This design comes from an exercise in tuning for small area on the open sky130 flow, not from production work.
Only simulation tests tie the RTL to the original design; equivalence was not proved.
Power figures rest on the tool's default switching activity, not on a simulated workload.

--- flow/run.sh ---
#!/bin/bash
# Layout flow: the standard ORFS flow (standard.sh, unchanged synthesis)
# with two changes to the layout steps:
#   * port buffers use the smallest buffer (buf_1) instead of the resizer's
#     default choice; every input and output port still gets a buffer;
#   * clock tree synthesis runs without dummy loads, with the same clustering
#     settings as config.mk.
# Each tool's full output is in orfs/logs/ (one log per step); make's own
# output goes to flow_make.log in the work folder.
set -euo pipefail
export BUFFER_PORTS_ARGS="-buffer_cell sky130_fd_sc_hd__buf_1"
export CTS_ARGS="-sink_clustering_enable -repair_clock_nets -dont_use_dummy_load -buf_list sky130_fd_sc_hd__clkbuf_16 -sink_clustering_size 25 -sink_clustering_max_diameter 80"
bash standard.sh > flow_make.log 2>&1
--- standard.sh ---
#!/bin/bash
# synth_recipe.tcl (not shown) runs the flow's synth.tcl, then flattens the netlist and writes it again
# the make line also repeats each setting of config.mk as NAME=value (left out here)
make -C /OpenROAD-flow-scripts/flow DESIGN_CONFIG=/design/flow/config.mk WORK_HOME=/design/flow/orfs CLKGATE_MAP_FILE= SYNTH_SCRIPT=/design/flow/synth_recipe.tcl "${@:-finish}"
--- config.mk ---
export PLATFORM = sky130hd
export DESIGN_NAME = resample_interp
export DESIGN_NICKNAME = resample_interp
export VERILOG_FILES = /design/flow/design.v
export SDC_FILE = /design/flow/constraint.sdc
export NUM_CORES = 4
export LEC_CHECK = 0
export CAP_MARGIN = 20
export CORE_MARGIN = 2
export CORE_UTILIZATION = 65
export PLACE_DENSITY = 0.75
export SLEW_MARGIN = 20
export SYNTH_HIERARCHICAL = 1
export SYNTH_MINIMUM_KEEP_SIZE = 0
--- constraint.sdc ---
create_clock -name core_clock -period 6.0 [get_ports {clk}]
set_input_delay 1.2000 -clock core_clock [delete_from_list [all_inputs] [get_ports {clk}]]
set_output_delay 1.2000 -clock core_clock [all_outputs]
set_load 0.01 [all_outputs]
--- design.v ---
module resample_interp #(
    parameter int SYM_WIDTH = 1,
    parameter int INT_WIDTH = 1,
    parameter int DEC_WIDTH = 14,
    parameter int MU_WIDTH  = 8,
    parameter int DEPTH     = 8,
    parameter int CNT_WIDTH = 16,
    localparam int DW = SYM_WIDTH + INT_WIDTH + DEC_WIDTH,
    localparam int LW = $clog2(DEPTH) + 1
) (
    input  logic                 clk,
    input  logic                 rst,
    input  logic                 flush,
    input  logic                 in_valid,
    input  logic [DW-1:0]        in_i,
    input  logic [DW-1:0]        in_q,
    input  logic                 mk,
    input  logic [MU_WIDTH-1:0]  mu,
    input  logic                 mode,
    input  logic                 out_ready,
    output logic                 out_valid,
    output logic [DW-1:0]        out_i,
    output logic [DW-1:0]        out_q,
    output logic [LW-1:0]        fifo_level,
    output logic                 overflow,
    output logic [CNT_WIDTH-1:0] sym_cnt
);
    localparam int AW = $clog2(DEPTH);
    localparam logic [DW-1:0] SGN = DW'(1) << (DW - 1);
    logic                 strobe;
    logic                 x_zero;
    logic [DW-1:0]        x_i, x_q;
    logic                 s1_valid, s2_valid, s3_valid;
    logic [DW-1:0]        s1_a_i, s1_a_q;
    logic [MU_WIDTH-1:0]  s1_mu;
    logic [DW-1:0]        s2_y_i, s2_y_q, s3_y_i, s3_y_q;
    logic [DW-1:0]        y_i, y_q;
    logic [DW-1:0]        mem_i [DEPTH];
    logic [DW-1:0]        mem_q [DEPTH];
    logic [AW-1:0]        wr_ptr, rd_ptr;
    logic                 full, pop, wr_ok;
    assign strobe = in_valid && mk;
    always_ff @(posedge clk or posedge rst) begin
        if (rst) begin
            x_zero   <= 1'b1;
            s1_valid <= 1'b0;
            s2_valid <= 1'b0;
            s3_valid <= 1'b0;
        end else if (flush) begin
            x_zero   <= 1'b1;
            s1_valid <= 1'b0;
            s2_valid <= 1'b0;
            s3_valid <= 1'b0;
        end else begin
            if (in_valid) x_zero <= 1'b0;
            s1_valid <= strobe;
            s2_valid <= s1_valid;
            s3_valid <= s2_valid;
        end
    end
    always_ff @(posedge clk) begin
        if (in_valid) begin
            x_i <= in_i ^ SGN;
            x_q <= in_q ^ SGN;
        end
        s1_a_i <= !mode ? in_i ^ SGN : x_zero ? SGN : x_i;
        s1_a_q <= !mode ? in_q ^ SGN : x_zero ? SGN : x_q;
        s1_mu  <= mu;
        s2_y_i <= y_i ^ SGN;
        s2_y_q <= y_q ^ SGN;
        s3_y_i <= s2_y_i;
        s3_y_q <= s2_y_q;
    end
    logic [15:0] ari_1;
    logic [15:0] ari_2;
    logic [15:0] ari_3;
    logic [15:0] ari_4;
    logic [15:0] ari_5;
    logic [15:0] ari_6;
    logic [15:0] ari_7;
    logic [15:0] ari_8;
    logic ari_9;
    logic ari_10;
    logic ari_11;
    logic ari_12;
    logic ari_13;
    logic ari_14;
    logic ari_15;
    logic ari_16;
    logic ari_17;
    logic ari_18;
    logic ari_19;
    logic ari_20;
    logic ari_21;
    logic ari_22;
    logic ari_23;
    logic ari_24;
    logic ari_25;
    logic ari_26;
    logic ari_27;
    logic ari_28;
    logic ari_29;
    logic ari_30;
    logic ari_31;
    logic ari_32;
    logic ari_33;
    logic ari_34;
    logic ari_35;
    logic ari_36;
    logic ari_37;
    logic ari_38;
    logic ari_39;
    logic ari_40;
    logic ari_41;
    logic ari_42;
    logic ari_43;
    logic ari_44;
    logic ari_45;
    logic ari_46;
    logic ari_47;
    logic ari_48;
    logic ari_49;
    logic ari_50;
    logic ari_51;
    logic ari_52;
    logic ari_53;
    logic ari_54;
    logic ari_55;
    logic ari_56;
    logic ari_57;
    logic ari_58;
    logic ari_59;
    logic ari_60;
    logic ari_61;
    logic ari_62;
    logic ari_63;
    logic ari_64;
    logic ari_65;
    logic ari_66;
    logic ari_67;
    logic ari_68;
    logic ari_69;
    logic ari_70;
    logic ari_71;
    logic ari_72;
    logic ari_73;
    logic ari_74;
    logic ari_75;
    logic ari_76;
    logic ari_77;
    logic ari_78;
    logic ari_79;
    logic ari_80;
    logic ari_81;
    logic ari_82;
    logic ari_83;
    logic ari_84;
    logic ari_85;
    logic ari_86;
    logic ari_87;
    logic ari_88;
    logic ari_89;
    logic ari_90;
    logic ari_91;
    logic ari_92;
    logic ari_93;
    logic ari_94;
    logic ari_95;
    logic ari_96;
    logic ari_97;
    logic ari_98;
    logic ari_99;
    logic ari_100;
    logic ari_101;
    logic ari_102;
    logic ari_103;
    logic ari_104;
    logic ari_105;
    logic ari_106;
    logic ari_107;
    logic ari_108;
    logic ari_109;
    logic ari_110;
    logic ari_111;
    logic ari_112;
    logic ari_113;
    logic ari_114;
    logic ari_115;
    logic ari_116;
    logic ari_117;
    logic ari_118;
    logic ari_119;
    logic ari_120;
    logic ari_121;
    logic ari_122;
    logic ari_123;
    logic ari_124;
    logic ari_125;
    logic ari_126;
    logic ari_127;
    logic ari_128;
    logic ari_129;
    logic ari_130;
    logic ari_131;
    logic ari_132;
    logic ari_133;
    logic ari_134;
    logic ari_135;
    logic ari_136;
    logic ari_137;
    logic ari_138;
    logic ari_139;
    logic ari_140;
    logic ari_141;
    logic ari_142;
    logic ari_143;
    logic ari_144;
    logic ari_145;
    logic ari_146;
    logic ari_147;
    logic ari_148;
    logic ari_149;
    logic ari_150;
    logic ari_151;
    logic ari_152;
    logic ari_153;
    logic ari_154;
    logic ari_155;
    logic ari_156;
    logic ari_157;
    logic ari_158;
    logic ari_159;
    logic ari_160;
    logic ari_161;
    logic ari_162;
    logic ari_163;
    logic ari_164;
    logic ari_165;
    logic ari_166;
    logic ari_167;
    logic ari_168;
    logic ari_169;
    logic ari_170;
    logic ari_171;
    logic ari_172;
    logic ari_173;
    logic ari_174;
    logic ari_175;
    logic ari_176;
    logic ari_177;
    logic ari_178;
    logic ari_179;
    logic ari_180;
    logic ari_181;
    logic ari_182;
    logic ari_183;
    logic ari_184;
    logic ari_185;
    logic ari_186;
    logic ari_187;
    logic ari_188;
    logic ari_189;
    logic ari_190;
    logic ari_191;
    logic ari_192;
    logic ari_193;
    logic ari_194;
    logic ari_195;
    logic ari_196;
    logic ari_197;
    logic ari_198;
    logic ari_199;
    logic ari_200;
    logic ari_201;
    logic ari_202;
    logic ari_203;
    logic ari_204;
    logic ari_205;
    logic ari_206;
    logic ari_207;
    logic ari_208;
    logic ari_209;
    logic ari_210;
    logic ari_211;
    logic ari_212;
    logic ari_213;
    logic ari_214;
    logic ari_215;
    logic ari_216;
    logic ari_217;
    logic ari_218;
    logic ari_219;
    logic ari_220;
    logic ari_221;
    logic ari_222;
    logic ari_223;
    logic ari_224;
    logic ari_225;
    logic ari_226;
    logic ari_227;
    logic ari_228;
    logic ari_229;
    logic ari_230;
    logic ari_231;
    logic ari_232;
    logic ari_233;
    logic ari_234;
    logic ari_235;
    logic ari_236;
    logic ari_237;
    logic ari_238;
    logic ari_239;
    logic ari_240;
    logic ari_241;
    logic ari_242;
    logic ari_243;
    logic ari_244;
    logic ari_245;
    logic ari_246;
    logic ari_247;
    logic ari_248;
    logic ari_249;
    logic ari_250;
    logic ari_251;
    logic ari_252;
    logic ari_253;
    logic ari_254;
    logic ari_255;
    logic ari_256;
    logic ari_257;
    logic ari_258;
    logic ari_259;
    logic ari_260;
    logic ari_261;
    logic ari_262;
    logic ari_263;
    logic ari_264;
    logic ari_265;
    logic ari_266;
    logic ari_267;
    logic ari_268;
    logic ari_269;
    logic ari_270;
    logic ari_271;
    logic ari_272;
    logic ari_273;
    logic ari_274;
    logic ari_275;
    logic ari_276;
    logic ari_277;
    logic ari_278;
    logic ari_279;
    logic ari_280;
    logic ari_281;
    logic ari_282;
    logic ari_283;
    logic ari_284;
    logic ari_285;
    logic ari_286;
    logic ari_287;
    logic ari_288;
    logic ari_289;
    logic ari_290;
    logic ari_291;
    logic ari_292;
    logic ari_293;
    logic ari_294;
    logic ari_295;
    logic ari_296;
    logic ari_297;
    logic ari_298;
    logic ari_299;
    logic ari_300;
    logic ari_301;
    logic ari_302;
    logic ari_303;
    logic ari_304;
    logic ari_305;
    logic ari_306;
    logic ari_307;
    logic ari_308;
    logic ari_309;
    logic ari_310;
    logic ari_311;
    logic ari_312;
    logic ari_313;
    logic ari_314;
    logic ari_315;
    logic ari_316;
    logic ari_317;
    logic ari_318;
    logic ari_319;
    logic ari_320;
    logic ari_321;
    logic ari_322;
    assign ari_1 = s1_mu[0] ? x_i : s1_a_i;
    assign ari_2 = s1_mu[1] ? x_i : s1_a_i;
    assign ari_3 = s1_mu[2] ? x_i : s1_a_i;
    assign ari_4 = s1_mu[3] ? x_i : s1_a_i;
    assign ari_5 = s1_mu[4] ? x_i : s1_a_i;
    assign ari_6 = s1_mu[5] ? x_i : s1_a_i;
    assign ari_7 = s1_mu[6] ? x_i : s1_a_i;
    assign ari_8 = s1_mu[7] ? x_i : s1_a_i;
    assign ari_9 = ~(s1_a_i[7] ^ ari_1[7]);
    assign ari_10 = s1_a_i[7] | ari_1[7];
    ri_ha u_ari_11 (s1_a_i[1], ari_1[1], ari_11, ari_12);
    ri_fa u_ari_13 (s1_a_i[2], ari_1[2], ari_2[1], ari_13, ari_14);
    ri_ha u_ari_15 (ari_3[0], ari_12, ari_15, ari_16);
    ri_fa u_ari_17 (s1_a_i[3], ari_1[3], ari_2[2], ari_17, ari_18);
    ri_fa u_ari_19 (ari_3[1], ari_4[0], ari_14, ari_19, ari_20);
    ri_ha u_ari_21 (ari_16, ari_17, ari_21, ari_22);
    ri_fa u_ari_23 (s1_a_i[4], ari_1[4], ari_2[3], ari_23, ari_24);
    ri_fa u_ari_25 (ari_3[2], ari_4[1], ari_5[0], ari_25, ari_26);
    ri_fa u_ari_27 (ari_18, ari_23, ari_25, ari_27, ari_28);
    ri_ha u_ari_29 (ari_22, ari_20, ari_29, ari_30);
    ri_fa u_ari_31 (s1_a_i[5], ari_1[5], ari_2[4], ari_31, ari_32);
    ri_fa u_ari_33 (ari_3[3], ari_4[2], ari_5[1], ari_33, ari_34);
    ri_fa u_ari_35 (ari_6[0], ari_24, ari_26, ari_35, ari_36);
    ri_fa u_ari_37 (ari_31, ari_33, ari_28, ari_37, ari_38);
    ri_ha u_ari_39 (ari_35, ari_30, ari_39, ari_40);
    ri_fa u_ari_41 (s1_a_i[6], ari_1[6], ari_2[5], ari_41, ari_42);
    ri_fa u_ari_43 (ari_3[4], ari_4[3], ari_5[2], ari_43, ari_44);
    ri_fa u_ari_45 (ari_6[1], ari_7[0], ari_32, ari_45, ari_46);
    ri_fa u_ari_47 (ari_34, ari_41, ari_43, ari_47, ari_48);
    ri_fa u_ari_49 (ari_36, ari_45, ari_47, ari_49, ari_50);
    ri_ha u_ari_51 (ari_38, ari_40, ari_51, ari_52);
    ri_fa u_ari_53 (ari_2[6], ari_3[5], ari_4[4], ari_53, ari_54);
    ri_fa u_ari_55 (ari_5[3], ari_6[2], ari_7[1], ari_55, ari_56);
    ri_fa u_ari_57 (ari_8[0], ari_9, ari_42, ari_57, ari_58);
    ri_fa u_ari_59 (ari_44, ari_53, ari_55, ari_59, ari_60);
    ri_fa u_ari_61 (ari_46, ari_48, ari_57, ari_61, ari_62);
    ri_fa u_ari_63 (ari_59, ari_50, ari_61, ari_63, ari_64);
    ri_fa u_ari_65 (s1_a_i[8], ari_1[8], ari_2[7], ari_65, ari_66);
    ri_fa u_ari_67 (ari_3[6], ari_4[5], ari_5[4], ari_67, ari_68);
    ri_fa u_ari_69 (ari_6[3], ari_7[2], ari_8[1], ari_69, ari_70);
    ri_fa u_ari_71 (ari_10, ari_54, ari_56, ari_71, ari_72);
    ri_fa u_ari_73 (ari_65, ari_67, ari_69, ari_73, ari_74);
    ri_fa u_ari_75 (ari_58, ari_60, ari_71, ari_75, ari_76);
    ri_fa u_ari_77 (ari_73, ari_62, ari_75, ari_77, ari_78);
    ri_fa u_ari_79 (s1_a_i[9], ari_1[9], ari_2[8], ari_79, ari_80);
    ri_fa u_ari_81 (ari_3[7], ari_4[6], ari_5[5], ari_81, ari_82);
    ri_fa u_ari_83 (ari_6[4], ari_7[3], ari_8[2], ari_83, ari_84);
    ri_fa u_ari_85 (ari_66, ari_68, ari_70, ari_85, ari_86);
    ri_fa u_ari_87 (ari_79, ari_81, ari_83, ari_87, ari_88);
    ri_fa u_ari_89 (ari_72, ari_74, ari_85, ari_89, ari_90);
    ri_fa u_ari_91 (ari_87, ari_76, ari_89, ari_91, ari_92);
    ri_fa u_ari_93 (s1_a_i[10], ari_1[10], ari_2[9], ari_93, ari_94);
    ri_fa u_ari_95 (ari_3[8], ari_4[7], ari_5[6], ari_95, ari_96);
    ri_fa u_ari_97 (ari_6[5], ari_7[4], ari_8[3], ari_97, ari_98);
    ri_fa u_ari_99 (ari_80, ari_82, ari_84, ari_99, ari_100);
    ri_fa u_ari_101 (ari_93, ari_95, ari_97, ari_101, ari_102);
    ri_fa u_ari_103 (ari_86, ari_88, ari_99, ari_103, ari_104);
    ri_fa u_ari_105 (ari_101, ari_90, ari_103, ari_105, ari_106);
    ri_fa u_ari_107 (s1_a_i[11], ari_1[11], ari_2[10], ari_107, ari_108);
    ri_fa u_ari_109 (ari_3[9], ari_4[8], ari_5[7], ari_109, ari_110);
    ri_fa u_ari_111 (ari_6[6], ari_7[5], ari_8[4], ari_111, ari_112);
    ri_fa u_ari_113 (ari_94, ari_96, ari_98, ari_113, ari_114);
    ri_fa u_ari_115 (ari_107, ari_109, ari_111, ari_115, ari_116);
    ri_fa u_ari_117 (ari_100, ari_102, ari_113, ari_117, ari_118);
    ri_fa u_ari_119 (ari_115, ari_104, ari_117, ari_119, ari_120);
    ri_fa u_ari_121 (s1_a_i[12], ari_1[12], ari_2[11], ari_121, ari_122);
    ri_fa u_ari_123 (ari_3[10], ari_4[9], ari_5[8], ari_123, ari_124);
    ri_fa u_ari_125 (ari_6[7], ari_7[6], ari_8[5], ari_125, ari_126);
    ri_fa u_ari_127 (ari_108, ari_110, ari_112, ari_127, ari_128);
    ri_fa u_ari_129 (ari_121, ari_123, ari_125, ari_129, ari_130);
    ri_fa u_ari_131 (ari_114, ari_116, ari_127, ari_131, ari_132);
    ri_fa u_ari_133 (ari_129, ari_118, ari_131, ari_133, ari_134);
    ri_fa u_ari_135 (s1_a_i[13], ari_1[13], ari_2[12], ari_135, ari_136);
    ri_fa u_ari_137 (ari_3[11], ari_4[10], ari_5[9], ari_137, ari_138);
    ri_fa u_ari_139 (ari_6[8], ari_7[7], ari_8[6], ari_139, ari_140);
    ri_fa u_ari_141 (ari_122, ari_124, ari_126, ari_141, ari_142);
    ri_fa u_ari_143 (ari_135, ari_137, ari_139, ari_143, ari_144);
    ri_fa u_ari_145 (ari_128, ari_130, ari_141, ari_145, ari_146);
    ri_fa u_ari_147 (ari_143, ari_132, ari_145, ari_147, ari_148);
    ri_fa u_ari_149 (s1_a_i[14], ari_1[14], ari_2[13], ari_149, ari_150);
    ri_fa u_ari_151 (ari_3[12], ari_4[11], ari_5[10], ari_151, ari_152);
    ri_fa u_ari_153 (ari_6[9], ari_7[8], ari_8[7], ari_153, ari_154);
    ri_fa u_ari_155 (ari_136, ari_138, ari_140, ari_155, ari_156);
    ri_fa u_ari_157 (ari_149, ari_151, ari_153, ari_157, ari_158);
    ri_fa u_ari_159 (ari_142, ari_144, ari_155, ari_159, ari_160);
    ri_fa u_ari_161 (ari_157, ari_146, ari_159, ari_161, ari_162);
    ri_fa u_ari_163 (s1_a_i[15], ari_1[15], ari_2[14], ari_163, ari_164);
    ri_fa u_ari_165 (ari_3[13], ari_4[12], ari_5[11], ari_165, ari_166);
    ri_fa u_ari_167 (ari_6[10], ari_7[9], ari_8[8], ari_167, ari_168);
    ri_fa u_ari_169 (ari_150, ari_152, ari_154, ari_169, ari_170);
    ri_fa u_ari_171 (ari_163, ari_165, ari_167, ari_171, ari_172);
    ri_fa u_ari_173 (ari_156, ari_158, ari_169, ari_173, ari_174);
    ri_fa u_ari_175 (ari_171, ari_160, ari_173, ari_175, ari_176);
    ri_fa u_ari_177 (ari_2[15], ari_3[14], ari_4[13], ari_177, ari_178);
    ri_fa u_ari_179 (ari_5[12], ari_6[11], ari_7[10], ari_179, ari_180);
    ri_fa u_ari_181 (ari_8[9], ari_164, ari_166, ari_181, ari_182);
    ri_fa u_ari_183 (ari_168, ari_177, ari_179, ari_183, ari_184);
    ri_fa u_ari_185 (ari_170, ari_172, ari_181, ari_185, ari_186);
    ri_fa u_ari_187 (ari_183, ari_174, ari_185, ari_187, ari_188);
    ri_fa u_ari_189 (ari_3[15], ari_4[14], ari_5[13], ari_189, ari_190);
    ri_fa u_ari_191 (ari_6[12], ari_7[11], ari_8[10], ari_191, ari_192);
    ri_fa u_ari_193 (ari_178, ari_180, ari_189, ari_193, ari_194);
    ri_fa u_ari_195 (ari_191, ari_182, ari_184, ari_195, ari_196);
    ri_fa u_ari_197 (ari_193, ari_186, ari_195, ari_197, ari_198);
    ri_fa u_ari_199 (ari_4[15], ari_5[14], ari_6[13], ari_199, ari_200);
    ri_fa u_ari_201 (ari_7[12], ari_8[11], ari_190, ari_201, ari_202);
    ri_fa u_ari_203 (ari_192, ari_199, ari_194, ari_203, ari_204);
    ri_fa u_ari_205 (ari_201, ari_196, ari_203, ari_205, ari_206);
    ri_fa u_ari_207 (ari_5[15], ari_6[14], ari_7[13], ari_207, ari_208);
    ri_fa u_ari_209 (ari_8[12], ari_200, ari_207, ari_209, ari_210);
    ri_fa u_ari_211 (ari_202, ari_209, ari_204, ari_211, ari_212);
    ri_fa u_ari_213 (ari_6[15], ari_7[14], ari_8[13], ari_213, ari_214);
    ri_fa u_ari_215 (ari_208, ari_213, ari_210, ari_215, ari_216);
    ri_fa u_ari_217 (ari_7[15], ari_8[14], ari_214, ari_217, ari_218);
    assign ari_219 = s1_a_i[0] & ari_1[0];
    ri_maj u_ari_220 (ari_2[0], ari_11, ari_219, ari_220);
    ri_maj u_ari_221 (ari_13, ari_15, ari_220, ari_221);
    ri_maj u_ari_222 (ari_21, ari_19, ari_221, ari_222);
    ri_maj u_ari_223 (ari_27, ari_29, ari_222, ari_223);
    ri_maj u_ari_224 (ari_39, ari_37, ari_223, ari_224);
    ri_maj u_ari_225 (ari_49, ari_51, ari_224, ari_225);
    ri_maj u_ari_226 (ari_52, ari_63, ari_225, ari_226);
    ri_ha u_ari_227 (ari_64, ari_77, ari_227, ari_228);
    ri_ha u_ari_229 (ari_78, ari_91, ari_229, ari_230);
    ri_ha u_ari_231 (ari_92, ari_105, ari_231, ari_232);
    ri_ha u_ari_233 (ari_106, ari_119, ari_233, ari_234);
    ri_ha u_ari_235 (ari_120, ari_133, ari_235, ari_236);
    ri_ha u_ari_237 (ari_134, ari_147, ari_237, ari_238);
    ri_ha u_ari_239 (ari_148, ari_161, ari_239, ari_240);
    ri_ha u_ari_241 (ari_162, ari_175, ari_241, ari_242);
    ri_ha u_ari_243 (ari_176, ari_187, ari_243, ari_244);
    ri_ha u_ari_245 (ari_188, ari_197, ari_245, ari_246);
    ri_ha u_ari_247 (ari_198, ari_205, ari_247, ari_248);
    ri_ha u_ari_249 (ari_206, ari_211, ari_249, ari_250);
    ri_ha u_ari_251 (ari_215, ari_212, ari_251, ari_252);
    ri_ha u_ari_253 (ari_217, ari_216, ari_253, ari_254);
    ri_ha u_ari_255 (ari_8[15], ari_218, ari_255, ari_256);
    assign ari_257 = ari_228 | (ari_227 & ari_226);
    assign ari_258 = ari_230 | (ari_229 & ari_257);
    assign ari_259 = ari_234 | (ari_233 & ari_232);
    assign ari_260 = ari_233 & ari_231;
    assign ari_261 = ari_238 | (ari_237 & ari_236);
    assign ari_262 = ari_237 & ari_235;
    assign ari_263 = ari_242 | (ari_241 & ari_240);
    assign ari_264 = ari_241 & ari_239;
    assign ari_265 = ari_246 | (ari_245 & ari_244);
    assign ari_266 = ari_245 & ari_243;
    assign ari_267 = ari_250 | (ari_249 & ari_248);
    assign ari_268 = ari_249 & ari_247;
    assign ari_269 = ari_254 | (ari_253 & ari_252);
    assign ari_270 = ari_253 & ari_251;
    assign ari_271 = 1'b0 | (1'b0 & ari_256);
    assign ari_272 = 1'b0 & ari_255;
    assign ari_273 = ari_232 | (ari_231 & ari_258);
    assign ari_274 = ari_259 | (ari_260 & ari_258);
    assign ari_275 = ari_240 | (ari_239 & ari_261);
    assign ari_276 = ari_239 & ari_262;
    assign ari_277 = ari_263 | (ari_264 & ari_261);
    assign ari_278 = ari_264 & ari_262;
    assign ari_279 = ari_248 | (ari_247 & ari_265);
    assign ari_280 = ari_247 & ari_266;
    assign ari_281 = ari_267 | (ari_268 & ari_265);
    assign ari_282 = ari_268 & ari_266;
    assign ari_283 = ari_256 | (ari_255 & ari_269);
    assign ari_284 = ari_255 & ari_270;
    assign ari_285 = ari_271 | (ari_272 & ari_269);
    assign ari_286 = ari_272 & ari_270;
    assign ari_287 = ari_236 | (ari_235 & ari_274);
    assign ari_288 = ari_261 | (ari_262 & ari_274);
    assign ari_289 = ari_275 | (ari_276 & ari_274);
    assign ari_290 = ari_277 | (ari_278 & ari_274);
    assign ari_291 = ari_252 | (ari_251 & ari_281);
    assign ari_292 = ari_251 & ari_282;
    assign ari_293 = ari_269 | (ari_270 & ari_281);
    assign ari_294 = ari_270 & ari_282;
    assign ari_295 = ari_283 | (ari_284 & ari_281);
    assign ari_296 = ari_284 & ari_282;
    assign ari_297 = ari_285 | (ari_286 & ari_281);
    assign ari_298 = ari_286 & ari_282;
    assign ari_299 = ari_244 | (ari_243 & ari_290);
    assign ari_300 = ari_265 | (ari_266 & ari_290);
    assign ari_301 = ari_279 | (ari_280 & ari_290);
    assign ari_302 = ari_281 | (ari_282 & ari_290);
    assign ari_303 = ari_291 | (ari_292 & ari_290);
    assign ari_304 = ari_293 | (ari_294 & ari_290);
    assign ari_305 = ari_295 | (ari_296 & ari_290);
    assign ari_306 = ari_297 | (ari_298 & ari_290);
    assign ari_307 = ari_227 ^ ari_226;
    assign ari_308 = ari_229 ^ ari_257;
    assign ari_309 = ari_231 ^ ari_258;
    assign ari_310 = ari_233 ^ ari_273;
    assign ari_311 = ari_235 ^ ari_274;
    assign ari_312 = ari_237 ^ ari_287;
    assign ari_313 = ari_239 ^ ari_288;
    assign ari_314 = ari_241 ^ ari_289;
    assign ari_315 = ari_243 ^ ari_290;
    assign ari_316 = ari_245 ^ ari_299;
    assign ari_317 = ari_247 ^ ari_300;
    assign ari_318 = ari_249 ^ ari_301;
    assign ari_319 = ari_251 ^ ari_302;
    assign ari_320 = ari_253 ^ ari_303;
    assign ari_321 = ari_255 ^ ari_304;
    assign ari_322 = 1'b0 ^ ari_305;
    assign y_i = {ari_322, ari_321, ari_320, ari_319, ari_318, ari_317, ari_316, ari_315, ari_314, ari_313, ari_312, ari_311, ari_310, ari_309, ari_308, ari_307};
    logic [15:0] arq_1;
    logic [15:0] arq_2;
    logic [15:0] arq_3;
    logic [15:0] arq_4;
    logic [15:0] arq_5;
    logic [15:0] arq_6;
    logic [15:0] arq_7;
    logic [15:0] arq_8;
    logic arq_9;
    logic arq_10;
    logic arq_11;
    logic arq_12;
    logic arq_13;
    logic arq_14;
    logic arq_15;
    logic arq_16;
    logic arq_17;
    logic arq_18;
    logic arq_19;
    logic arq_20;
    logic arq_21;
    logic arq_22;
    logic arq_23;
    logic arq_24;
    logic arq_25;
    logic arq_26;
    logic arq_27;
    logic arq_28;
    logic arq_29;
    logic arq_30;
    logic arq_31;
    logic arq_32;
    logic arq_33;
    logic arq_34;
    logic arq_35;
    logic arq_36;
    logic arq_37;
    logic arq_38;
    logic arq_39;
    logic arq_40;
    logic arq_41;
    logic arq_42;
    logic arq_43;
    logic arq_44;
    logic arq_45;
    logic arq_46;
    logic arq_47;
    logic arq_48;
    logic arq_49;
    logic arq_50;
    logic arq_51;
    logic arq_52;
    logic arq_53;
    logic arq_54;
    logic arq_55;
    logic arq_56;
    logic arq_57;
    logic arq_58;
    logic arq_59;
    logic arq_60;
    logic arq_61;
    logic arq_62;
    logic arq_63;
    logic arq_64;
    logic arq_65;
    logic arq_66;
    logic arq_67;
    logic arq_68;
    logic arq_69;
    logic arq_70;
    logic arq_71;
    logic arq_72;
    logic arq_73;
    logic arq_74;
    logic arq_75;
    logic arq_76;
    logic arq_77;
    logic arq_78;
    logic arq_79;
    logic arq_80;
    logic arq_81;
    logic arq_82;
    logic arq_83;
    logic arq_84;
    logic arq_85;
    logic arq_86;
    logic arq_87;
    logic arq_88;
    logic arq_89;
    logic arq_90;
    logic arq_91;
    logic arq_92;
    logic arq_93;
    logic arq_94;
    logic arq_95;
    logic arq_96;
    logic arq_97;
    logic arq_98;
    logic arq_99;
    logic arq_100;
    logic arq_101;
    logic arq_102;
    logic arq_103;
    logic arq_104;
    logic arq_105;
    logic arq_106;
    logic arq_107;
    logic arq_108;
    logic arq_109;
    logic arq_110;
    logic arq_111;
    logic arq_112;
    logic arq_113;
    logic arq_114;
    logic arq_115;
    logic arq_116;
    logic arq_117;
    logic arq_118;
    logic arq_119;
    logic arq_120;
    logic arq_121;
    logic arq_122;
    logic arq_123;
    logic arq_124;
    logic arq_125;
    logic arq_126;
    logic arq_127;
    logic arq_128;
    logic arq_129;
    logic arq_130;
    logic arq_131;
    logic arq_132;
    logic arq_133;
    logic arq_134;
    logic arq_135;
    logic arq_136;
    logic arq_137;
    logic arq_138;
    logic arq_139;
    logic arq_140;
    logic arq_141;
    logic arq_142;
    logic arq_143;
    logic arq_144;
    logic arq_145;
    logic arq_146;
    logic arq_147;
    logic arq_148;
    logic arq_149;
    logic arq_150;
    logic arq_151;
    logic arq_152;
    logic arq_153;
    logic arq_154;
    logic arq_155;
    logic arq_156;
    logic arq_157;
    logic arq_158;
    logic arq_159;
    logic arq_160;
    logic arq_161;
    logic arq_162;
    logic arq_163;
    logic arq_164;
    logic arq_165;
    logic arq_166;
    logic arq_167;
    logic arq_168;
    logic arq_169;
    logic arq_170;
    logic arq_171;
    logic arq_172;
    logic arq_173;
    logic arq_174;
    logic arq_175;
    logic arq_176;
    logic arq_177;
    logic arq_178;
    logic arq_179;
    logic arq_180;
    logic arq_181;
    logic arq_182;
    logic arq_183;
    logic arq_184;
    logic arq_185;
    logic arq_186;
    logic arq_187;
    logic arq_188;
    logic arq_189;
    logic arq_190;
    logic arq_191;
    logic arq_192;
    logic arq_193;
    logic arq_194;
    logic arq_195;
    logic arq_196;
    logic arq_197;
    logic arq_198;
    logic arq_199;
    logic arq_200;
    logic arq_201;
    logic arq_202;
    logic arq_203;
    logic arq_204;
    logic arq_205;
    logic arq_206;
    logic arq_207;
    logic arq_208;
    logic arq_209;
    logic arq_210;
    logic arq_211;
    logic arq_212;
    logic arq_213;
    logic arq_214;
    logic arq_215;
    logic arq_216;
    logic arq_217;
    logic arq_218;
    logic arq_219;
    logic arq_220;
    logic arq_221;
    logic arq_222;
    logic arq_223;
    logic arq_224;
    logic arq_225;
    logic arq_226;
    logic arq_227;
    logic arq_228;
    logic arq_229;
    logic arq_230;
    logic arq_231;
    logic arq_232;
    logic arq_233;
    logic arq_234;
    logic arq_235;
    logic arq_236;
    logic arq_237;
    logic arq_238;
    logic arq_239;
    logic arq_240;
    logic arq_241;
    logic arq_242;
    logic arq_243;
    logic arq_244;
    logic arq_245;
    logic arq_246;
    logic arq_247;
    logic arq_248;
    logic arq_249;
    logic arq_250;
    logic arq_251;
    logic arq_252;
    logic arq_253;
    logic arq_254;
    logic arq_255;
    logic arq_256;
    logic arq_257;
    logic arq_258;
    logic arq_259;
    logic arq_260;
    logic arq_261;
    logic arq_262;
    logic arq_263;
    logic arq_264;
    logic arq_265;
    logic arq_266;
    logic arq_267;
    logic arq_268;
    logic arq_269;
    logic arq_270;
    logic arq_271;
    logic arq_272;
    logic arq_273;
    logic arq_274;
    logic arq_275;
    logic arq_276;
    logic arq_277;
    logic arq_278;
    logic arq_279;
    logic arq_280;
    logic arq_281;
    logic arq_282;
    logic arq_283;
    logic arq_284;
    logic arq_285;
    logic arq_286;
    logic arq_287;
    logic arq_288;
    logic arq_289;
    logic arq_290;
    logic arq_291;
    logic arq_292;
    logic arq_293;
    logic arq_294;
    logic arq_295;
    logic arq_296;
    logic arq_297;
    logic arq_298;
    logic arq_299;
    logic arq_300;
    logic arq_301;
    logic arq_302;
    logic arq_303;
    logic arq_304;
    logic arq_305;
    logic arq_306;
    logic arq_307;
    logic arq_308;
    logic arq_309;
    logic arq_310;
    logic arq_311;
    logic arq_312;
    logic arq_313;
    logic arq_314;
    logic arq_315;
    logic arq_316;
    logic arq_317;
    logic arq_318;
    logic arq_319;
    logic arq_320;
    logic arq_321;
    logic arq_322;
    assign arq_1 = s1_mu[0] ? x_q : s1_a_q;
    assign arq_2 = s1_mu[1] ? x_q : s1_a_q;
    assign arq_3 = s1_mu[2] ? x_q : s1_a_q;
    assign arq_4 = s1_mu[3] ? x_q : s1_a_q;
    assign arq_5 = s1_mu[4] ? x_q : s1_a_q;
    assign arq_6 = s1_mu[5] ? x_q : s1_a_q;
    assign arq_7 = s1_mu[6] ? x_q : s1_a_q;
    assign arq_8 = s1_mu[7] ? x_q : s1_a_q;
    assign arq_9 = ~(s1_a_q[7] ^ arq_1[7]);
    assign arq_10 = s1_a_q[7] | arq_1[7];
    ri_ha u_arq_11 (s1_a_q[1], arq_1[1], arq_11, arq_12);
    ri_fa u_arq_13 (s1_a_q[2], arq_1[2], arq_2[1], arq_13, arq_14);
    ri_ha u_arq_15 (arq_3[0], arq_12, arq_15, arq_16);
    ri_fa u_arq_17 (s1_a_q[3], arq_1[3], arq_2[2], arq_17, arq_18);
    ri_fa u_arq_19 (arq_3[1], arq_4[0], arq_14, arq_19, arq_20);
    ri_ha u_arq_21 (arq_16, arq_17, arq_21, arq_22);
    ri_fa u_arq_23 (s1_a_q[4], arq_1[4], arq_2[3], arq_23, arq_24);
    ri_fa u_arq_25 (arq_3[2], arq_4[1], arq_5[0], arq_25, arq_26);
    ri_fa u_arq_27 (arq_18, arq_23, arq_25, arq_27, arq_28);
    ri_ha u_arq_29 (arq_22, arq_20, arq_29, arq_30);
    ri_fa u_arq_31 (s1_a_q[5], arq_1[5], arq_2[4], arq_31, arq_32);
    ri_fa u_arq_33 (arq_3[3], arq_4[2], arq_5[1], arq_33, arq_34);
    ri_fa u_arq_35 (arq_6[0], arq_24, arq_26, arq_35, arq_36);
    ri_fa u_arq_37 (arq_31, arq_33, arq_28, arq_37, arq_38);
    ri_ha u_arq_39 (arq_35, arq_30, arq_39, arq_40);
    ri_fa u_arq_41 (s1_a_q[6], arq_1[6], arq_2[5], arq_41, arq_42);
    ri_fa u_arq_43 (arq_3[4], arq_4[3], arq_5[2], arq_43, arq_44);
    ri_fa u_arq_45 (arq_6[1], arq_7[0], arq_32, arq_45, arq_46);
    ri_fa u_arq_47 (arq_34, arq_41, arq_43, arq_47, arq_48);
    ri_fa u_arq_49 (arq_36, arq_45, arq_47, arq_49, arq_50);
    ri_ha u_arq_51 (arq_38, arq_40, arq_51, arq_52);
    ri_fa u_arq_53 (arq_2[6], arq_3[5], arq_4[4], arq_53, arq_54);
    ri_fa u_arq_55 (arq_5[3], arq_6[2], arq_7[1], arq_55, arq_56);
    ri_fa u_arq_57 (arq_8[0], arq_9, arq_42, arq_57, arq_58);
    ri_fa u_arq_59 (arq_44, arq_53, arq_55, arq_59, arq_60);
    ri_fa u_arq_61 (arq_46, arq_48, arq_57, arq_61, arq_62);
    ri_fa u_arq_63 (arq_59, arq_50, arq_61, arq_63, arq_64);
    ri_fa u_arq_65 (s1_a_q[8], arq_1[8], arq_2[7], arq_65, arq_66);
    ri_fa u_arq_67 (arq_3[6], arq_4[5], arq_5[4], arq_67, arq_68);
    ri_fa u_arq_69 (arq_6[3], arq_7[2], arq_8[1], arq_69, arq_70);
    ri_fa u_arq_71 (arq_10, arq_54, arq_56, arq_71, arq_72);
    ri_fa u_arq_73 (arq_65, arq_67, arq_69, arq_73, arq_74);
    ri_fa u_arq_75 (arq_58, arq_60, arq_71, arq_75, arq_76);
    ri_fa u_arq_77 (arq_73, arq_62, arq_75, arq_77, arq_78);
    ri_fa u_arq_79 (s1_a_q[9], arq_1[9], arq_2[8], arq_79, arq_80);
    ri_fa u_arq_81 (arq_3[7], arq_4[6], arq_5[5], arq_81, arq_82);
    ri_fa u_arq_83 (arq_6[4], arq_7[3], arq_8[2], arq_83, arq_84);
    ri_fa u_arq_85 (arq_66, arq_68, arq_70, arq_85, arq_86);
    ri_fa u_arq_87 (arq_79, arq_81, arq_83, arq_87, arq_88);
    ri_fa u_arq_89 (arq_72, arq_74, arq_85, arq_89, arq_90);
    ri_fa u_arq_91 (arq_87, arq_76, arq_89, arq_91, arq_92);
    ri_fa u_arq_93 (s1_a_q[10], arq_1[10], arq_2[9], arq_93, arq_94);
    ri_fa u_arq_95 (arq_3[8], arq_4[7], arq_5[6], arq_95, arq_96);
    ri_fa u_arq_97 (arq_6[5], arq_7[4], arq_8[3], arq_97, arq_98);
    ri_fa u_arq_99 (arq_80, arq_82, arq_84, arq_99, arq_100);
    ri_fa u_arq_101 (arq_93, arq_95, arq_97, arq_101, arq_102);
    ri_fa u_arq_103 (arq_86, arq_88, arq_99, arq_103, arq_104);
    ri_fa u_arq_105 (arq_101, arq_90, arq_103, arq_105, arq_106);
    ri_fa u_arq_107 (s1_a_q[11], arq_1[11], arq_2[10], arq_107, arq_108);
    ri_fa u_arq_109 (arq_3[9], arq_4[8], arq_5[7], arq_109, arq_110);
    ri_fa u_arq_111 (arq_6[6], arq_7[5], arq_8[4], arq_111, arq_112);
    ri_fa u_arq_113 (arq_94, arq_96, arq_98, arq_113, arq_114);
    ri_fa u_arq_115 (arq_107, arq_109, arq_111, arq_115, arq_116);
    ri_fa u_arq_117 (arq_100, arq_102, arq_113, arq_117, arq_118);
    ri_fa u_arq_119 (arq_115, arq_104, arq_117, arq_119, arq_120);
    ri_fa u_arq_121 (s1_a_q[12], arq_1[12], arq_2[11], arq_121, arq_122);
    ri_fa u_arq_123 (arq_3[10], arq_4[9], arq_5[8], arq_123, arq_124);
    ri_fa u_arq_125 (arq_6[7], arq_7[6], arq_8[5], arq_125, arq_126);
    ri_fa u_arq_127 (arq_108, arq_110, arq_112, arq_127, arq_128);
    ri_fa u_arq_129 (arq_121, arq_123, arq_125, arq_129, arq_130);
    ri_fa u_arq_131 (arq_114, arq_116, arq_127, arq_131, arq_132);
    ri_fa u_arq_133 (arq_129, arq_118, arq_131, arq_133, arq_134);
    ri_fa u_arq_135 (s1_a_q[13], arq_1[13], arq_2[12], arq_135, arq_136);
    ri_fa u_arq_137 (arq_3[11], arq_4[10], arq_5[9], arq_137, arq_138);
    ri_fa u_arq_139 (arq_6[8], arq_7[7], arq_8[6], arq_139, arq_140);
    ri_fa u_arq_141 (arq_122, arq_124, arq_126, arq_141, arq_142);
    ri_fa u_arq_143 (arq_135, arq_137, arq_139, arq_143, arq_144);
    ri_fa u_arq_145 (arq_128, arq_130, arq_141, arq_145, arq_146);
    ri_fa u_arq_147 (arq_143, arq_132, arq_145, arq_147, arq_148);
    ri_fa u_arq_149 (s1_a_q[14], arq_1[14], arq_2[13], arq_149, arq_150);
    ri_fa u_arq_151 (arq_3[12], arq_4[11], arq_5[10], arq_151, arq_152);
    ri_fa u_arq_153 (arq_6[9], arq_7[8], arq_8[7], arq_153, arq_154);
    ri_fa u_arq_155 (arq_136, arq_138, arq_140, arq_155, arq_156);
    ri_fa u_arq_157 (arq_149, arq_151, arq_153, arq_157, arq_158);
    ri_fa u_arq_159 (arq_142, arq_144, arq_155, arq_159, arq_160);
    ri_fa u_arq_161 (arq_157, arq_146, arq_159, arq_161, arq_162);
    ri_fa u_arq_163 (s1_a_q[15], arq_1[15], arq_2[14], arq_163, arq_164);
    ri_fa u_arq_165 (arq_3[13], arq_4[12], arq_5[11], arq_165, arq_166);
    ri_fa u_arq_167 (arq_6[10], arq_7[9], arq_8[8], arq_167, arq_168);
    ri_fa u_arq_169 (arq_150, arq_152, arq_154, arq_169, arq_170);
    ri_fa u_arq_171 (arq_163, arq_165, arq_167, arq_171, arq_172);
    ri_fa u_arq_173 (arq_156, arq_158, arq_169, arq_173, arq_174);
    ri_fa u_arq_175 (arq_171, arq_160, arq_173, arq_175, arq_176);
    ri_fa u_arq_177 (arq_2[15], arq_3[14], arq_4[13], arq_177, arq_178);
    ri_fa u_arq_179 (arq_5[12], arq_6[11], arq_7[10], arq_179, arq_180);
    ri_fa u_arq_181 (arq_8[9], arq_164, arq_166, arq_181, arq_182);
    ri_fa u_arq_183 (arq_168, arq_177, arq_179, arq_183, arq_184);
    ri_fa u_arq_185 (arq_170, arq_172, arq_181, arq_185, arq_186);
    ri_fa u_arq_187 (arq_183, arq_174, arq_185, arq_187, arq_188);
    ri_fa u_arq_189 (arq_3[15], arq_4[14], arq_5[13], arq_189, arq_190);
    ri_fa u_arq_191 (arq_6[12], arq_7[11], arq_8[10], arq_191, arq_192);
    ri_fa u_arq_193 (arq_178, arq_180, arq_189, arq_193, arq_194);
    ri_fa u_arq_195 (arq_191, arq_182, arq_184, arq_195, arq_196);
    ri_fa u_arq_197 (arq_193, arq_186, arq_195, arq_197, arq_198);
    ri_fa u_arq_199 (arq_4[15], arq_5[14], arq_6[13], arq_199, arq_200);
    ri_fa u_arq_201 (arq_7[12], arq_8[11], arq_190, arq_201, arq_202);
    ri_fa u_arq_203 (arq_192, arq_199, arq_194, arq_203, arq_204);
    ri_fa u_arq_205 (arq_201, arq_196, arq_203, arq_205, arq_206);
    ri_fa u_arq_207 (arq_5[15], arq_6[14], arq_7[13], arq_207, arq_208);
    ri_fa u_arq_209 (arq_8[12], arq_200, arq_207, arq_209, arq_210);
    ri_fa u_arq_211 (arq_202, arq_209, arq_204, arq_211, arq_212);
    ri_fa u_arq_213 (arq_6[15], arq_7[14], arq_8[13], arq_213, arq_214);
    ri_fa u_arq_215 (arq_208, arq_213, arq_210, arq_215, arq_216);
    ri_fa u_arq_217 (arq_7[15], arq_8[14], arq_214, arq_217, arq_218);
    assign arq_219 = s1_a_q[0] & arq_1[0];
    ri_maj u_arq_220 (arq_2[0], arq_11, arq_219, arq_220);
    ri_maj u_arq_221 (arq_13, arq_15, arq_220, arq_221);
    ri_maj u_arq_222 (arq_21, arq_19, arq_221, arq_222);
    ri_maj u_arq_223 (arq_27, arq_29, arq_222, arq_223);
    ri_maj u_arq_224 (arq_39, arq_37, arq_223, arq_224);
    ri_maj u_arq_225 (arq_49, arq_51, arq_224, arq_225);
    ri_maj u_arq_226 (arq_52, arq_63, arq_225, arq_226);
    ri_ha u_arq_227 (arq_64, arq_77, arq_227, arq_228);
    ri_ha u_arq_229 (arq_78, arq_91, arq_229, arq_230);
    ri_ha u_arq_231 (arq_92, arq_105, arq_231, arq_232);
    ri_ha u_arq_233 (arq_106, arq_119, arq_233, arq_234);
    ri_ha u_arq_235 (arq_120, arq_133, arq_235, arq_236);
    ri_ha u_arq_237 (arq_134, arq_147, arq_237, arq_238);
    ri_ha u_arq_239 (arq_148, arq_161, arq_239, arq_240);
    ri_ha u_arq_241 (arq_162, arq_175, arq_241, arq_242);
    ri_ha u_arq_243 (arq_176, arq_187, arq_243, arq_244);
    ri_ha u_arq_245 (arq_188, arq_197, arq_245, arq_246);
    ri_ha u_arq_247 (arq_198, arq_205, arq_247, arq_248);
    ri_ha u_arq_249 (arq_206, arq_211, arq_249, arq_250);
    ri_ha u_arq_251 (arq_215, arq_212, arq_251, arq_252);
    ri_ha u_arq_253 (arq_217, arq_216, arq_253, arq_254);
    ri_ha u_arq_255 (arq_8[15], arq_218, arq_255, arq_256);
    assign arq_257 = arq_228 | (arq_227 & arq_226);
    assign arq_258 = arq_230 | (arq_229 & arq_257);
    assign arq_259 = arq_234 | (arq_233 & arq_232);
    assign arq_260 = arq_233 & arq_231;
    assign arq_261 = arq_238 | (arq_237 & arq_236);
    assign arq_262 = arq_237 & arq_235;
    assign arq_263 = arq_242 | (arq_241 & arq_240);
    assign arq_264 = arq_241 & arq_239;
    assign arq_265 = arq_246 | (arq_245 & arq_244);
    assign arq_266 = arq_245 & arq_243;
    assign arq_267 = arq_250 | (arq_249 & arq_248);
    assign arq_268 = arq_249 & arq_247;
    assign arq_269 = arq_254 | (arq_253 & arq_252);
    assign arq_270 = arq_253 & arq_251;
    assign arq_271 = 1'b0 | (1'b0 & arq_256);
    assign arq_272 = 1'b0 & arq_255;
    assign arq_273 = arq_232 | (arq_231 & arq_258);
    assign arq_274 = arq_259 | (arq_260 & arq_258);
    assign arq_275 = arq_240 | (arq_239 & arq_261);
    assign arq_276 = arq_239 & arq_262;
    assign arq_277 = arq_263 | (arq_264 & arq_261);
    assign arq_278 = arq_264 & arq_262;
    assign arq_279 = arq_248 | (arq_247 & arq_265);
    assign arq_280 = arq_247 & arq_266;
    assign arq_281 = arq_267 | (arq_268 & arq_265);
    assign arq_282 = arq_268 & arq_266;
    assign arq_283 = arq_256 | (arq_255 & arq_269);
    assign arq_284 = arq_255 & arq_270;
    assign arq_285 = arq_271 | (arq_272 & arq_269);
    assign arq_286 = arq_272 & arq_270;
    assign arq_287 = arq_236 | (arq_235 & arq_274);
    assign arq_288 = arq_261 | (arq_262 & arq_274);
    assign arq_289 = arq_275 | (arq_276 & arq_274);
    assign arq_290 = arq_277 | (arq_278 & arq_274);
    assign arq_291 = arq_252 | (arq_251 & arq_281);
    assign arq_292 = arq_251 & arq_282;
    assign arq_293 = arq_269 | (arq_270 & arq_281);
    assign arq_294 = arq_270 & arq_282;
    assign arq_295 = arq_283 | (arq_284 & arq_281);
    assign arq_296 = arq_284 & arq_282;
    assign arq_297 = arq_285 | (arq_286 & arq_281);
    assign arq_298 = arq_286 & arq_282;
    assign arq_299 = arq_244 | (arq_243 & arq_290);
    assign arq_300 = arq_265 | (arq_266 & arq_290);
    assign arq_301 = arq_279 | (arq_280 & arq_290);
    assign arq_302 = arq_281 | (arq_282 & arq_290);
    assign arq_303 = arq_291 | (arq_292 & arq_290);
    assign arq_304 = arq_293 | (arq_294 & arq_290);
    assign arq_305 = arq_295 | (arq_296 & arq_290);
    assign arq_306 = arq_297 | (arq_298 & arq_290);
    assign arq_307 = arq_227 ^ arq_226;
    assign arq_308 = arq_229 ^ arq_257;
    assign arq_309 = arq_231 ^ arq_258;
    assign arq_310 = arq_233 ^ arq_273;
    assign arq_311 = arq_235 ^ arq_274;
    assign arq_312 = arq_237 ^ arq_287;
    assign arq_313 = arq_239 ^ arq_288;
    assign arq_314 = arq_241 ^ arq_289;
    assign arq_315 = arq_243 ^ arq_290;
    assign arq_316 = arq_245 ^ arq_299;
    assign arq_317 = arq_247 ^ arq_300;
    assign arq_318 = arq_249 ^ arq_301;
    assign arq_319 = arq_251 ^ arq_302;
    assign arq_320 = arq_253 ^ arq_303;
    assign arq_321 = arq_255 ^ arq_304;
    assign arq_322 = 1'b0 ^ arq_305;
    assign y_q = {arq_322, arq_321, arq_320, arq_319, arq_318, arq_317, arq_316, arq_315, arq_314, arq_313, arq_312, arq_311, arq_310, arq_309, arq_308, arq_307};
    assign full      = fifo_level == LW'(DEPTH);
    assign out_valid = fifo_level != '0;
    assign pop       = out_valid && out_ready;
    assign wr_ok     = s3_valid && (!full || pop);
    always_comb begin
        out_i = '0;
        out_q = '0;
        for (int k = 0; k < DEPTH; k++) begin
            if (out_valid && rd_ptr == AW'(k)) begin
                out_i = out_i | mem_i[k];
                out_q = out_q | mem_q[k];
            end
        end
    end
    always_ff @(posedge clk) begin
        if (wr_ok && !flush) begin
            mem_i[wr_ptr] <= s3_y_i;
            mem_q[wr_ptr] <= s3_y_q;
        end
    end
    always_ff @(posedge clk or posedge rst) begin
        if (rst) begin
            wr_ptr     <= '0;
            rd_ptr     <= '0;
            fifo_level <= '0;
            overflow   <= 1'b0;
            sym_cnt    <= '0;
        end else if (flush) begin
            wr_ptr     <= '0;
            rd_ptr     <= '0;
            fifo_level <= '0;
            overflow   <= 1'b0;
            sym_cnt    <= '0;
        end else begin
            if (wr_ok) begin
                wr_ptr  <= wr_ptr + AW'(1);
                sym_cnt <= sym_cnt + CNT_WIDTH'(1);
            end
            if (pop) begin
                rd_ptr <= rd_ptr + AW'(1);
            end
            case ({wr_ok, pop})
                2'b10:   fifo_level <= fifo_level + LW'(1);
                2'b01:   fifo_level <= fifo_level - LW'(1);
                default: fifo_level <= fifo_level;
            endcase
            if (s3_valid && !wr_ok) begin
                overflow <= 1'b1;
            end
        end
    end
endmodule
module ri_fa (
    input  logic a, b, c,
    output logic s, co
);
    assign s  = a ^ b ^ c;
    assign co = (a & b) | (c & (a ^ b));
endmodule
module ri_maj (
    input  logic a, b, c,
    output logic co
);
    assign co = (a & b) | (c & (a ^ b));
endmodule
module ri_ha (
    input  logic a, b,
    output logic s, co
);
    assign s  = a ^ b;
    assign co = a & b;
endmodule
==> qor.csv, run 1 <==
metric,value,unit
drcViolationCount,0,
r2r_end,s2_y_i[14],
clk_latency,0.55,ns
regToRegSetupSlack,0.54,ns
p_leak,0.00905,uW
hold_class,flip-flop to flip-flop,
num_rows,68,
htree_levels,1,
io_buffers,100,
cts_repair_resize_count,0,
fin_util,70.2,%
hold_buffers,0,
via_count,13121,
clk_pin_slew,0.09,ns
met2_usage,46.5,%
post_cts_buffers,0,
grt_pass1_wl,77700,um
ctsRootBufferMaster,clkbuf_16,
wl,49400,um
start_util,66.0,%
dpl.hpwl,33500,um
antenna_found_initial,1,
crit_arrival,5.91,ns
drv_slew,0,
crit_path_max_fanout,12,
stdcell_count,2066,
yosysWarnings,7,
vias_per_cell,6.35,
multi_input_area,10800,um^2
required,6.46,ns
wire_per_inst,23.9,um
gr-total-overflow,0,
finalCritPeriodShare,90.9,%
period_needed,5.46,ns
setup_viol,0,
synth_top_family_by_area,adder cells,
ir_drop,0.000355,V
synth-adder-area-share,21.6,%
globalRouteMet1Util,39.3,%
cp-endpoint,s2_y_i[14],
grt_max_degree,63,
io_pins,101,
placed_area,23700,um^2
drt_iter0_drc,1083,
synth_mux_area_share,12.1,%
drive_gt1_share,20.2,%
clock_skew,0.0800,ns
hold_start,s2_y_q[12],
grt_usage,27.8,%
fmax,183,MHz
stdcell_area,24200,um^2
synth-seq-cells,423,
syn2layout_area_growth,6.25,%
place_inst,2043,
first_global_vias,13719,
place.gp.congestion,0.931,
worstSetupStartpointType,flip-flop,
cts_tree,done,
synth_cell_types,54,
core,34500,um^2
synth.net_count,1859,
grt_setup_unrepaired,no,
cts_inserted_buffers,22,
async_reset_ff_share,7.33,%
worst_slew_pin_slew,0.977,ns
firstDrtPassIters,8,
r2r.worst_path.cells,15,
run_status,timing/DRC/antenna clean,
final_net_count,1934,
tns,0,ns
seqCellArea,11500,um^2
maxSlewHeadroom,34.8,%
powerDensity,493,nW/um^2
synth_simple_gate_area_share,4.91,%
cp-end-kind,flip-flop,
setup.worst_path.start,s1_mu[4],
ant_nets,0,
synth_xor_area_share,1.19,%
postSynthCellCount,1537,
syn_avg_cell_area,14.8,um^2
synth_edf_count,288,
crit_type,flip-flop to flip-flop,
synth_compound_area_share,7.26,%
dieArea,36600,um^2
clock-sinks,423,
die_y,191,um
worstReg2RegStart,s1_mu[4],
cap_viol_max_count,0,
seq_area_frac_synth,50.5,%
busiest_layer,met2,
clock_path_buffers,3,
grt_use_met3,3.41,%
n_fill_cell,2376,
synthesis.area,22800,um^2
fp.dieW,191,um
synthFlopType,edfxtp_1,
hold_viol,0,
-- per-module statistics from Yosys, one instance, submodules excluded --
| module | cells inside | flops+latches |
|---|---|---|
| ri_ha | 1 | 0 |
| ri_maj | 2 | 0 |
| resample_interp | 1271 | 423 |
| ri_fa | 1 | 0 |
-- cell usage after synthesis (6+ instances only) --
| cell type | count | area share [%] |
|---|---|---|
| edfxtp_1 | 288 | 38 |
| mux2_2 | 238 | 12 |
| fa_1 | 197 | 17 |
| dfxtp_1 | 104 | 9.1 |
| ha_1 | 78 | 4.3 |
| a222oi_1 | 64 | 2.8 |
| o21ai_0 | 52 | 1.1 |
| inv_1 | 51 | 0.84 |
| clkbuf_1 | 49 | 0.81 |
| nor2_1 | 43 | 0.71 |
| nand2_1 | 39 | 0.64 |
| nand3_1 | 39 | 0.86 |
| a22oi_1 | 32 | 1.1 |
| dfrtp_1 | 30 | 3.3 |
| nand3b_1 | 30 | 0.99 |
| a21o_1 | 22 | 0.72 |
| xnor2_1 | 22 | 0.84 |
| a21oi_1 | 19 | 0.42 |
| buf_1 | 17 | 0.28 |
| nor3_1 | 16 | 0.35 |
| mux2i_1 | 9 | 0.40 |
| xor2_1 | 9 | 0.35 |
| buf_6 | 8 | 0.40 |
| and2_1 | 7 | 0.19 |
| or2_2 | 7 | 0.19 |
| buf_2 | 6 | 0.13 |
-- power breakdown --
part           leakage [uW]  internal [uW]  switching (uW)
clock network      0.000271            653             832
registers           0.00391           3790             415
logic               0.00486           2860            3390
-- critical path: stages, from the launching register on --
cell and delay (ns):
dfxtp_1 0.71, mux2_2 0.41, fa_1 0.40, fa_1 0.46, fa_1 0.53, fa_1 0.42
ha_1 0.29, a21o_1 0.19, ha_1 0.18, or2_2 0.29, ha_1 0.22, o211ai_1 0.24
a211oi_1 0.13, or2_2 0.32, a221oi_1 0.44, xnor2_1 0.17
-- how the worst min path moves through the flow --
stage / endpoint / slack (ns) / cells after the start
after global placement: s3_y_i[12] / 0.31 / 0
after CTS: s3_y_q[12] / 0.33 / 0
final: s3_y_q[12] / 0.33 / 0
after detailed placement: s3_y_q[0] / 0.31 / 0
after floorplan: s3_y_i[0] / 0.31 / 0
after global routing: s3_y_i[13] / 0.34 / 0
-- layout by cell type, fill, tap and decap left out, types with 5 or more instances in the layout --
cell type,instances
a211oi_1,5
a21o_1,22
a21oi_1,19
a222oi_1,64
a22oi_1,32
buf_1,98
buf_4,31
clkbuf_16,22
dfrtp_1,30
dfxtp_1,104
edfxtp_1,288
fa_1,197
ha_1,78
inv_1,51
mux2_2,238
mux2i_1,9
nand2_1,39
nand3_1,39
nand3b_1,30
nor2_1,40
nor3_1,15
o21ai_0,52
or2_2,7
or3_1,5
xnor2_1,22
xor2_1,9
-- sequential cells by signal (all words and copies together) (netlist names) --
register	count
s1_mu	8
fifo_level	4
s2_y_i	16
x_zero	1
s1_a_i	16
s3_y_q	16
s3_y_i	16
s1_valid	1
rd_ptr	3
mem_q	128
s1_a_q	16
s2_y_q	16
overflow	1
x_q	16
mem_i	128
wr_ptr	3
sym_cnt	16
x_i	16
s3_valid	1
s2_valid	1
-- through the flow --
step | hold slack (ns) | total power [uW] | setup slack, ns
floorplan | 0.310 | 8680 | 0.413
global placement | 0.311 | 10300 | 0.669
detailed placement | 0.312 | 10500 | 0.562
CTS | 0.332 | 12000 | 0.553
global route | 0.339 | 13000 | 0.317
finish | 0.330 | 11900 | 0.544
-- area by class of cell --
type	instances	area share, %
clock buffers	22	2.27
repair buffers	131	2.52
multi-input cells	982	44.6
inverters	52	0.805
well taps	455	2.35
flip-flops and latches	423	47.5
diodes	1	0.0103
-- kinds of logic (layout without fill, tap and decap cells) --
logic type | count (synthesis) | in the layout
AOI/OAI and AO/OA | 218 | 218
other | 0 | 1
buffers and inverters | 132 | 205
and+or+nand+nor | 211 | 211
xor gates and xnor gates | 31 | 31
adders and majority gates | 275 | 275
muxes | 247 | 247
DFF | 423 | 423
-- layer usage --
metal	share of wire, %	vias to the layer above
met1	42	6677
li1	-	5876
met4	2.3	0
met3	6.5	71
met5	0	-
met2	49	497
==> run 2: changes to the inputs <==
--- a/config.mk
+++ b/config.mk
@@ -5,10 +5,10 @@
 export SDC_FILE = /design/flow/constraint.sdc
 export NUM_CORES = 4
 export LEC_CHECK = 0
-export CAP_MARGIN = 20
+export CAP_MARGIN = 5
 export CORE_MARGIN = 2
 export CORE_UTILIZATION = 65
 export PLACE_DENSITY = 0.75
-export SLEW_MARGIN = 20
+export SLEW_MARGIN = 5
 export SYNTH_HIERARCHICAL = 1
 export SYNTH_MINIMUM_KEEP_SIZE = 0
==> run 2 against run 1 <==
Against the previous run: via count increased by 0.28%; non-clock buffer count stayed put; clock power barely moved; sequential share of layout area is the same; fmax about the same; worst setup slack got worse by 0.0013 ns.
==> qor.csv, run 2 <==
metric,value,unit
worst_slew_pin_slew,1.10,ns
pre_cts_ws,0.562,ns
required,6.46,ns
tns,0,ns
cap_viol_max_count,0,
hold_class,flip-flop to flip-flop,
final_common_cell,edfxtp_1,
die_y,191,um
ant_nets,0,
firstDrtPassIters,8,
start_util,66.0,%
core,34500,um^2
syn2layout_area_growth,6.25,%
synth.net_count,1859,
ir_drop,0.000356,V
finalWorstSetupSlack,0.543,ns
cp-end-kind,flip-flop,
grt_pass1_wl,77700,um
htree_levels,1,
yosysMostFrequentCell,edfxtp_1,
cts_inserted_buffers,22,
antenna_found_initial,1,
grt_usage,27.8,%
setup.worst_path.start,s1_mu[4],
synth_commonest_cells,"288 x edfxtp_1, 238 x mux2_2, 197 x fa_1",
clk_pin_slew,0.09,ns
stdcell_area,24200,um^2
ctsRootBufferMaster,clkbuf_16,
finalCritPeriodShare,91.0,%
drt_iter0_drc,1083,
final_net_count,1934,
io_pins,101,
r2r_end,s2_y_i[14],
hold_buffers,0,
regToRegSetupSlack,0.54,ns
wire_per_inst,23.9,um
worstReg2RegStart,s1_mu[4],
first_global_vias,13719,
clock_path_buffers,3,
seq_area_frac_synth,50.5,%
reg_top3,"mem_i x128, mem_q x128",
hold_viol,0,
cts_tree,done,
wl,49400,um
worstHoldEndpoint,s3_y_q[12],
worstSetupStartpointType,flip-flop,
layout_common_cells,"288 x edfxtp_1, 238 x mux2_2, 197 x fa_1",
grt_setup_unrepaired,no,
drcViolationCount,0,
maxSlewHeadroom,26.8,%
powerDensity,493,nW/um^2
io_buffers,100,
setup_viol,0,
crit_path_max_fanout,12,
synth_edf_count,288,
yosysWarnings,7,
synth-seq-cells,423,
finalPower,11900,uW
clock-sinks,423,
dpl.hpwl,33500,um
num_rows,68,
hold_start,s2_y_q[12],
synthesis.area,22800,um^2
gr-total-overflow,0,
via_count,13158,
fmax,183,MHz
cts_repair_resize_count,0,
worst_hold_path.num_cells,0,
clk_latency,0.55,ns
grt_max_degree,63,
placed_area,23700,um^2
post_cts_buffers,0,
dieArea,36600,um^2
vias_per_cell,6.37,
clock_skew,0.0795,ns
postSynthCellCount,1537,
p_leak,0.00905,uW
async_reset_ff_share,7.33,%
synth_area_leader_cell,edfxtp_1,
synth_cell_types,54,
drv_slew,0,
synthFlopType,edfxtp_1,
syn_avg_cell_area,14.8,um^2
crit_type,flip-flop to flip-flop,
synth_top_area_share,37.9,%
drive_gt1_share,20.2,%
synthTopCellsByArea,"edfxtp_1 38%, fa_1 17%, mux2_2 12%",
place.gp.congestion,0.931,
crit_arrival,5.91,ns
fin_util,70.2,%
r2r.worst_path.cells,15,
run_status,timing/DRC/antenna clean,
period_needed,5.46,ns
fp.dieW,191,um
## run 2: cell counts after synthesis
No cell type changed its count.
## run 2: worst max-delay path by stage
stage | endpoint | slack [ns]
2_1_floorplan | mem_i[0][0] | 0.41
3_3_place_gp | s2_y_i[15] | 0.67
3_5_place_dp | s2_y_i[15] | 0.56
4_1_cts | s2_y_i[14] | 0.55
5_1_grt | s2_y_q[11] | 0.32
6_report | s2_y_i[14] | 0.54
## run 2: layout make-up
class	instances	area, um^2
clock buffer	22	551
tap	455	569
antenna	1	2.50
sequential	423	11500
multi-input combinational	982	10800
timing repair buffer	131	611
inverter	52	195
fill	2376	10300
## run 2: metal layers
metal  wire [um]  part of all wire [%]  global-route usage [%]  up-vias
met3        3290                   6.7                    3.41       67
met2       24100                    49                    46.5      513
met1       20900                    42                    39.3     6699
met4        1120                   2.3                    6.30        0
li1            -                     -                       -     5879
met5           0                     0                       0        -
## run 2: where the power goes
| group | internal, uW | switching, uW | total, uW |
|---|---|---|---|
| registers | 3790 | 415 | 4210 |
| clock network | 653 | 831 | 1480 |
| logic | 2860 | 3390 | 6250 |
| total | 7310 | 4630 | 11900 |
## run 2: stage by stage
step	std cells	hold WS, ns
2_1_floorplan	1537	0.310
3_3_place_gp	2043	0.311
3_5_place_dp	2043	0.312
4_1_cts	2065	0.332
5_1_grt	2065	0.339
6_report	2066	0.331
## run 2: worst max-delay path, stage by stage, from the launching register on
cell      delay (ns)
dfxtp_1         0.71
mux2_2          0.41
fa_1            0.40
fa_1            0.46
fa_1            0.53
fa_1            0.42
ha_1            0.29
a21o_1          0.19
ha_1            0.18
or2_2           0.29
ha_1            0.22
o211ai_1        0.24
a211oi_1        0.13
or2_2           0.32
a221oi_1        0.44
xnor2_1         0.17
## run 2: cell families (layout without fill, tap and decap cells)
family | Yosys count | count (layout) | share of synthesized area, %
AO/OA/AOI/OAI | 218 | 218 | 7.26
AND/OR/NAND/NOR | 211 | 211 | 4.91
flip-flops | 423 | 423 | 50.5
multiplexers | 247 | 247 | 12.1
buffers and inverters | 132 | 205 | 2.47
XOR/XNOR | 31 | 31 | 1.19
adder cells (fa/ha/maj) | 275 | 275 | 21.6
other | 0 | 1 | 0
## run 2: per-module statistics from Yosys, one instance, submodules excluded
| module | cells inside | flops+latches |
|---|---|---|
| resample_interp | 1271 | 423 |
| ri_maj | 2 | 0 |
| ri_ha | 1 | 0 |
| ri_fa | 1 | 0 |

-- separate check: timing with driven ports --
No port has a modelled driver above. Below, the same layouts with a new extraction and two added sets of constraints. Step 1: set_driving_cell puts a clkbuf_16 on clk and a buf_2 on each other input, an assumption about the parent block. Step 2 times the ports against the registers' clock, not the clock port: input delays grow and output delays shrink by t, the midpoint of the rising clock arrivals with the driver on. Three values: ideal, step 1, step 2; two values: the first two.
run	shift t [ns]	setup WS [ns]	worst setup path after step 2
run 1	0.564	0.544 / 0.544 / 0.544	register to register
run 2	0.564	0.543 / 0.543 / 0.543	register to register
After both steps setup and hold are still met in every run listed.
